Context: an optimization exercise on an open-source flow, tuned for small area, a short achievable clock period and few clock cycles per item. The choices shown serve that exercise and are no tape-out recipe. Function was checked by simulation only, so behaviour that the tests miss may differ from the original.

==> flow/design.v (excerpt) <==
module sha1_cumulative_part_digest (
    input  wire logic        i_clk,
    input  wire logic        i_rst_n,
    input  wire logic        psel,
    input  wire logic        penable,
    input  wire logic        pwrite,
    input  wire logic [2:0]  paddr,
    input  wire logic [31:0] pwdata,
    output logic [31:0]      prdata,
    output logic             pready,
    input  wire logic        i_push,
    output logic             o_full,
    input  wire logic [63:0] i_data_word,
    input  wire logic [3:0]  i_bytes_valid,
    input  wire logic        i_last_of_file,
    output logic             o_empty,
    input  wire logic        i_pop,
    output logic [31:0]      o_hash_a,
    output logic [31:0]      o_hash_b,
    output logic [31:0]      o_hash_c,
    output logic [31:0]      o_hash_d,
    output logic [31:0]      o_hash_e,
    output logic [31:0]      o_part_number,
    output logic [60:0]      o_end_offset,
    output logic             o_is_final,
    output logic             o_status
);
For scale: about 8100 cells after synthesis, about 1000 flip-flops, ~400 I/O pins.
clock: 10.0 ns
lec_check: 0
abc_area: 1
cap_margin: 20
core_margin: 2
core_utilization: 40
cts_buf_list: sky130_fd_sc_hd__clkbuf_4 sky130_fd_sc_hd__clkbuf_8
place_density: 0.6
setup_slack_margin: 5
slew_margin: 20
standard.sh (not shown) runs the stock make flow with config.mk's settings and CLKGATE_MAP_FILE= SYNTH_SCRIPT=/design/flow/synth_recipe.tcl, a recipe that flattens the netlist after the stock synthesis.
==> flow/flow/run.sh <==
#!/bin/bash
# Layout: the standard flow (standard.sh) with three changes to how cells are
# picked: synthesis leaves adders to ABC instead of mapping them onto the
# library's full- and half-adder cells (ADDER_MAP_FILE empty; registers are
# untouched), the port buffers are buf_1, the smallest buffer, and clock tree
# synthesis adds no dummy loads. make's output goes to flow_standard.log; each
# ORFS step keeps its own log under orfs/logs.
set -uo pipefail
export ADDER_MAP_FILE=
export BUFFER_PORTS_ARGS="-buffer_cell sky130_fd_sc_hd__buf_1"
export CTS_ARGS="-sink_clustering_enable -repair_clock_nets -dont_use_dummy_load -buf_list {sky130_fd_sc_hd__clkbuf_4 sky130_fd_sc_hd__clkbuf_8}"
bash standard.sh > flow_standard.log 2>&1
Testbench counts at the start, summed over its fixed seeds: cycles 32,966, bytes 47,624.
Edit:
--- a/flow/design.v
+++ b/flow/design.v
@@ -72,20 +72,21 @@
         if (!i_rst_n) begin
             r_psize <= scpd_pkg::PART_SIZE_RESET;
         end else if (psel && penable && pwrite && !paddr[2]) begin
             r_psize <= pwdata[26:0];
         end
     end
     logic [5:0]  r_c;
     logic [1:0]  r_phn;              
     logic        r_fch, r_fmaj;      
     logic        r_run;
+    logic        r_c40, r_c41;       
     logic [31:0] w [16];
     logic [31:0] r_a, r_b, r_cc, r_d;
     logic [31:0] r_ekw, r_ekw1;      
     logic [31:0] h [5];
     logic        r_f;                
     logic        r_run_res, r_run_fin;
     logic [2:0]  r_wj;               
     logic        r_wfull;            
     logic        r_blk_res, r_blk_fin;
     logic        r_gact, r_gmark;    
@@ -163,31 +164,31 @@
     assign wdata = r_gact ? gword : pin;
     logic res7, fin7;
     assign res7 = r_gact ? !r_gmark : (!i_last_of_file && part_hit);
     assign fin7 = r_gact && !r_gmark;
     assign complete = r_wfull || ((r_wj == 3'd7) && wr);
     assign load     = !r_run && (r_c == 6'd41) && complete && (!r_oshown || i_pop);
     logic        c41, sched, hp_sh, hq_sh;
     logic [31:0] xp, xq, ivp, ivq, sp, sq;
     logic [31:0] kn, f1, f2, t1, t2, z2, wn0, wn1;
     logic [31:0] lb [5];             
-    assign c41   = !r_run && (r_c == 6'd41);
+    assign c41   = r_c41;
     assign sched = r_run && (r_c < 6'd32);
     assign lb[0] = r_f ? scpd_pkg::IV_A : h[0];
     assign lb[1] = r_f ? scpd_pkg::IV_B : h[1];
     assign lb[2] = r_f ? scpd_pkg::IV_C : h[2];
     assign lb[3] = r_f ? scpd_pkg::IV_D : h[3];
     assign lb[4] = r_f ? scpd_pkg::IV_E : h[4];
     assign hp_sh = r_run && (r_c >= 6'd38) && (r_c <= 6'd40);
     assign hq_sh = r_run && (r_c >= 6'd39) && (r_c <= 6'd40);
-    assign xp    = (r_c == 6'd40) ? r_a : {r_a[1:0], r_a[31:2]};
-    assign xq    = (r_c == 6'd40) ? r_b : {r_b[1:0], r_b[31:2]};
+    assign xp    = r_c40 ? r_a : {r_a[1:0], r_a[31:2]};
+    assign xq    = r_c40 ? r_b : {r_b[1:0], r_b[31:2]};
     assign ivp   = (r_c == 6'd38) ? scpd_pkg::IV_E : ((r_c == 6'd39) ? scpd_pkg::IV_C : scpd_pkg::IV_A);
     assign ivq   = (r_c == 6'd39) ? scpd_pkg::IV_D : scpd_pkg::IV_B;
     assign sp    = bk_add(r_f ? ivp : h[4], xp);
     assign sq    = bk_add(r_f ? ivq : h[3], xq);
     function automatic logic [31:0] kof(input logic [1:0] ph);
         logic [31:0] k;
         unique case (ph)
             2'd0:    k = scpd_pkg::K0;
             2'd1:    k = scpd_pkg::K1;
             2'd2:    k = scpd_pkg::K2;
@@ -222,24 +223,20 @@
             end
         end
         for (int d = 8; d >= 1; d = d / 2) begin
             for (int i = 3 * d - 1; i < 32; i = i + 2 * d) begin
                 gg[i] = gg[i] | (pp[i] & gg[i-d]);
                 pp[i] = pp[i] & pp[i-d];
             end
         end
         bk_add = p ^ {gg[30:0], 1'b0};
     endfunction
-    function automatic logic [31:0] bk_add3(input logic [31:0] x, input logic [31:0] y,
-                                            input logic [31:0] z);
-        bk_add3 = bk_add(x ^ y ^ z, {(x[30:0] & y[30:0]) | (x[30:0] & z[30:0]) | (y[30:0] & z[30:0]), 1'b0});
-    endfunction
     function automatic logic [31:0] fof(input logic ch, input logic maj, input logic [31:0] x,
                                         input logic [31:0] y, input logic [31:0] z);
         logic [31:0] f;
         if (ch)       f = (x & y) | (~x & z);
         else if (maj) f = (x & y) | (x & z) | (y & z);
         else          f = x ^ y ^ z;
         fof = f;
     endfunction
     assign kn   = c41 ? scpd_pkg::K0 : kof(r_phn);
     assign f1   = fof(r_fch, r_fmaj, r_b, r_cc, r_d);
@@ -264,39 +261,41 @@
             r_a  <= lb[0];
             r_b  <= lb[1];
             r_cc <= lb[2];
             r_d  <= lb[3];
         end else begin
             r_a  <= t2;
             r_b  <= t1;
             r_cc <= {r_a[1:0], r_a[31:2]};
             r_d  <= {r_b[1:0], r_b[31:2]};
         end
-        r_ekw  <= bk_add3(c41 ? lb[4] : r_cc, kn, w[2]);
-        r_ekw1 <= bk_add3(c41 ? lb[3] : {r_b[1:0], r_b[31:2]}, kn, w[3]);
+        r_ekw  <= (c41 ? lb[4] : r_cc) + kn + w[2];
+        r_ekw1 <= (c41 ? lb[3] : {r_b[1:0], r_b[31:2]}) + kn + w[3];
         if (hp_sh) begin
             h[0] <= sp;
             h[2] <= h[0];
             h[4] <= h[2];
         end
         if (hq_sh) begin
             h[1] <= sq;
             h[3] <= h[1];
         end
     end
     logic popping, commit;
     assign popping = i_pop && r_oshown;
     assign commit  = !r_held || popping;
     always_ff @(posedge i_clk) begin
         if (!i_rst_n) begin
             r_run     <= 1'b0;
             r_c       <= 6'd34;
+            r_c40     <= 1'b0;
+            r_c41     <= 1'b0;
             r_phn     <= 2'd0;
             r_fch     <= 1'b1;
             r_fmaj    <= 1'b0;
             r_f       <= 1'b1;
             r_run_res <= 1'b0;
             r_run_fin <= 1'b0;
             r_wj      <= 3'd0;
             r_wfull   <= 1'b0;
             r_blk_res <= 1'b0;
             r_blk_fin <= 1'b0;
@@ -307,20 +306,22 @@
             r_ckind   <= 2'd0;
             r_total   <= 61'd0;
             r_pcount  <= 32'd0;
             r_bcnt    <= 27'd0;
             r_dn      <= 4'd0;
             r_dx      <= 1'b0;
             r_dr      <= 1'b0;
             r_dk      <= 2'd0;
             r_dnb     <= 4'd0;
         end else begin
+            r_c40 <= (r_c == 6'd39);
+            r_c41 <= (r_c == 6'd40);
             if (r_run) begin
                 if (r_c == 6'd40) begin
                     r_run <= 1'b0;
                     r_c   <= 6'd41;
                     r_f   <= r_run_fin;
                 end else begin
                     r_c <= r_c + 6'd1;
                 end
             end else if (r_c == 6'd41) begin
                 if (load) begin
Hold slack improves by 0.019 ns.
Cell area goes up slightly.
Maximum frequency goes down slightly.
Testbench counts after the change, summed over its fixed seeds: cycles 32,966, bytes 47,624.


== alpha ==
Starting RTL as in the previous note.
Settings: LEC_CHECK=0, ABC_AREA=1, CAP_MARGIN=20, CORE_MARGIN=2, CORE_UTILIZATION=40, CTS_BUF_LIST=sky130_fd_sc_hd__clkbuf_4 sky130_fd_sc_hd__clkbuf_8, PLACE_DENSITY=0.6, SETUP_SLACK_MARGIN=5, SLEW_MARGIN=20; clock period 10.0 ns.
==> flow/flow/run.sh <==
#!/bin/bash
# Layout: the standard flow (standard.sh) with two changes to the cells it
# picks: the port buffers are buf_1, the smallest buffer, and clock tree synthesis
# adds no dummy loads. make's output goes to flow_standard.log; each ORFS step
# keeps its own log under orfs/logs.
set -uo pipefail
export BUFFER_PORTS_ARGS="-buffer_cell sky130_fd_sc_hd__buf_1"
export CTS_ARGS="-sink_clustering_enable -repair_clock_nets -dont_use_dummy_load -buf_list {sky130_fd_sc_hd__clkbuf_4 sky130_fd_sc_hd__clkbuf_8}"
bash standard.sh > flow_standard.log 2>&1
Testbench counts of alpha, summed over its fixed seeds: cycles 32,966, bytes 47,624.
diff inputs: alpha => beta
diff --git a/flow/design.v b/flow/design.v
--- a/flow/design.v
+++ b/flow/design.v
@@ -63,15 +63,17 @@
     output logic [31:0]      o_part_number,
     output logic [60:0]      o_end_offset,
     output logic             o_is_final,
     output logic             o_status
 );
     logic [26:0] r_psize;
+    logic        r_a2;
     assign pready = 1'b1;
-    assign prdata = paddr[2] ? 32'd0 : {5'd0, r_psize};
+    assign prdata = r_a2 ? 32'd0 : {5'd0, r_psize};
     always_ff @(posedge i_clk) begin
+        r_a2 <= paddr[2];    
         if (!i_rst_n) begin
             r_psize <= scpd_pkg::PART_SIZE_RESET;
         end else if (psel && penable && pwrite && !paddr[2]) begin
             r_psize <= pwdata[26:0];
         end
     end
@@ -232,17 +234,17 @@
     function automatic logic [31:0] bk_add3(input logic [31:0] x, input logic [31:0] y,
                                             input logic [31:0] z);
         bk_add3 = bk_add(x ^ y ^ z, {(x[30:0] & y[30:0]) | (x[30:0] & z[30:0]) | (y[30:0] & z[30:0]), 1'b0});
     endfunction
     function automatic logic [31:0] fof(input logic ch, input logic maj, input logic [31:0] x,
                                         input logic [31:0] y, input logic [31:0] z);
-        logic [31:0] f;
-        if (ch)       f = (x & y) | (~x & z);
-        else if (maj) f = (x & y) | (x & z) | (y & z);
-        else          f = x ^ y ^ z;
-        fof = f;
+        logic [31:0] u, p, q;
+        u   = y ^ z;
+        q   = u & (x | {32{!(ch || maj)}});
+        p   = ch ? z : (maj ? (y & z) : x);
+        fof = p ^ q;
     endfunction
     assign kn   = c41 ? scpd_pkg::K0 : kof(r_phn);
     assign f1   = fof(r_fch, r_fmaj, r_b, r_cc, r_d);
     assign f2   = fof(r_fch, r_fmaj, r_a, {r_b[1:0], r_b[31:2]}, r_cc);
     assign t1   = {r_a[26:0], r_a[31:27]} + f1 + r_ekw;
     assign z2   = f2 + r_ekw1;
Notes after the runs:
Diff alpha -> beta | total met3 wirelength after detailed routing | up slightly
Re count of TritonRoute iterations in the first routing pass: alpha and beta aren't equal, and the higher value belongs to alpha.
~same cell area after synthesis in alpha and beta
Relative to alpha, the adder and majority cell fraction of the synthesized area of beta is lower by 0.95 points.
The utilization was comparable across alpha and beta.
The fraction of final layout cells sized beyond drive strength 1 reported for beta is smaller than that of alpha by 0.69 points.
Testbench counts of beta, summed over its fixed seeds: cycles 32,966, bytes 47,624.


run a:
Another version of the RTL of sha1_cumulative_part_digest (not shown whole).
For scale: ~6400 cells after synthesis, roughly 1100 flip-flops, roughly 54000 µm² of cells after synthesis.
==> flow/config.mk <==
export PLATFORM = sky130hd
export DESIGN_NAME = sha1_cumulative_part_digest
export DESIGN_NICKNAME = sha1_cumulative_part_digest
export VERILOG_FILES = /design/flow/design.v
export SDC_FILE = /design/flow/constraint.sdc
export NUM_CORES = 4
export LEC_CHECK = 0
export ABC_AREA = 1
export CAP_MARGIN = 20
export CORE_MARGIN = 2
export CORE_UTILIZATION = 40
export CTS_BUF_LIST = sky130_fd_sc_hd__clkbuf_4 sky130_fd_sc_hd__clkbuf_8
export PLACE_DENSITY = 0.6
export SETUP_SLACK_MARGIN = 5
export SLEW_MARGIN = 20
==> flow/constraint.sdc <==
create_clock -name core_clock -period 10.0 [get_ports {i_clk}]
set_input_delay 2.0000 -clock core_clock [delete_from_list [all_inputs] [get_ports {i_clk}]]
set_output_delay 2.0000 -clock core_clock [all_outputs]
set_load 0.01 [all_outputs]
run.sh (not shown) runs the stock make flow with config.mk's settings and CLKGATE_MAP_FILE= SYNTH_SCRIPT=/design/flow/synth_recipe.tcl, a recipe that flattens the netlist after the stock synthesis.
Stock flow here: none of the scripts above is used.
Testbench counts of run a, summed over its fixed seeds: cycles 32,966, bytes 47,624.
> inputs changed (run a -> run b)
--- a/flow/design.v
+++ b/flow/design.v
@@ -194,12 +194,26 @@
             2'd1:    k = scpd_pkg::K1;
             2'd2:    k = scpd_pkg::K2;
             default: k = scpd_pkg::K3;
         endcase
         kof = k;
     endfunction
+    function automatic logic [31:0] ks_add(input logic [31:0] x, input logic [31:0] y);
+        logic [31:0] g, p, gg, pp;
+        g  = x & y;
+        p  = x ^ y;
+        gg = g;
+        pp = p;
+        for (int d = 1; d < 32; d = d * 2) begin
+            for (int i = 31; i >= d; i--) begin
+                gg[i] = gg[i] | (pp[i] & gg[i-d]);
+                pp[i] = pp[i] & pp[i-d];
+            end
+        end
+        ks_add = p ^ {gg[30:0], 1'b0};
+    endfunction
     function automatic logic [31:0] fof(input logic ch, input logic maj, input logic [31:0] x,
                                         input logic [31:0] y, input logic [31:0] z);
         logic [31:0] f;
         if (ch)       f = (x & y) | (~x & z);
         else if (maj) f = (x & y) | (x & z) | (y & z);
         else          f = x ^ y ^ z;
@@ -207,13 +221,13 @@
     endfunction
     assign kn   = c41 ? scpd_pkg::K0 : kof(r_phn);
     assign f1   = fof(r_fch, r_fmaj, r_b, r_cc, r_d);
     assign f2   = fof(r_fch, r_fmaj, r_a, {r_b[1:0], r_b[31:2]}, r_cc);
     assign t1   = {r_a[26:0], r_a[31:27]} + f1 + r_ekw;
     assign z2   = f2 + r_ekw1;
-    assign t2   = {t1[26:0], t1[31:27]} + z2;
+    assign t2   = ks_add({t1[26:0], t1[31:27]}, z2);
     assign wn0  = {w[13][30:0] ^ w[8][30:0] ^ w[2][30:0] ^ w[0][30:0],
                    w[13][31] ^ w[8][31] ^ w[2][31] ^ w[0][31]};
     assign wn1  = {w[14][30:0] ^ w[9][30:0] ^ w[3][30:0] ^ w[1][30:0],
                    w[14][31] ^ w[9][31] ^ w[3][31] ^ w[1][31]};
     always_ff @(posedge i_clk) begin
         for (int i = 0; i < 14; i++) w[i] <= w[i+2];
@@ -295,17 +309,17 @@
                 end
             end else begin
                 r_c <= r_c + 6'd1;
             end
             if (load) begin
                 r_phn  <= 2'd0;
-                r_fch  <= 1'b1;
-                r_fmaj <= 1'b0;
+                r_fch   <= 1'b1;
+                r_fmaj  <= 1'b0;
             end else if (r_run) begin
-                r_fch  <= (r_phn == 2'd0);
-                r_fmaj <= (r_phn == 2'd2);
+                r_fch   <= (r_phn == 2'd0);
+                r_fmaj  <= (r_phn == 2'd2);
                 if (r_c == 6'd8 || r_c == 6'd18 || r_c == 6'd28) r_phn <= r_phn + 2'd1;
             end
             if (wr && !(accept && is_empty)) begin
                 r_wj <= r_wj + 3'd1;
                 if (r_wj == 3'd7) begin
                     r_blk_res <= res7;
Findings:
Diff run a -> run b | finished layout cell area | decrease of 0.48%
Compared with run a, run b improves worst setup slack.
On synthesized area, run a loses to run b.
Compared to run a, run b has number of antenna repair diodes 2 lower.
In the flow results for run a and run b, the detailed-routing wirelength on met1 is smaller on run b.
Worst setup path endpoint = r_a[27]: run a; worst setup path endpoint = r_a[24]: run b
| simple-gate portion of the synthesized area | run b vs run a | 1.4 points lower |
Number of nets in the layout sits lower in run b than in run a.
Taking run a as the reference, in run b count of clock-net buffers in the final layout went down by about 0.37%, first-pass GRT wire length went down by 21 mm, die area went down by 1400 µm², total clock buffers created by CTS went down by 2.
Diff run a -> run b | maximum number of pins on one net before global-route repair | down by a few percent
Testbench counts of run b, summed over its fixed seeds: cycles 32,966, bytes 47,624.

-- separate check: timing with driven ports --
The flow's constraints put no driver on any port. The routed layouts listed below were extracted and timed again, unchanged, in two steps. Step 1 sets driving cells, clkbuf_16 on the clock port and buf_2 on the other inputs (assumed; they add their load-dependent delay and slew). Step 2, shift: input delay + t, output delay - t, t = (earliest + latest rising clock arrival at the registers) / 2. This alone moves slack from input paths to output paths. a / b / c = ideal ports / drivers / drivers and shift; a / b = the first two.
run	t, ns	setup WS [ns]	latest minus earliest clock arrival (ns)
the first run of note 1	0.936	5.160 / 5.133 / 5.119	0.114 / 0.115
the second run of note 1	0.952	5.145 / 5.111 / 4.497	0.096 / 0.096
alpha	0.917	4.718 / 4.718 / 4.718	0.098 / 0.098
beta	0.923	4.638 / 4.638 / 4.634	0.123 / 0.123
run a	0.987	4.348 / 4.348 / 4.348	0.072 / 0.072
run b	0.997	5.001 / 4.951 / 4.755	0.080 / 0.080
After both steps every run listed still meets setup and hold. The setup slack of the second run of note 1, which loses most, moves by -0.034 ns with the drivers and by -0.648 ns with both steps.
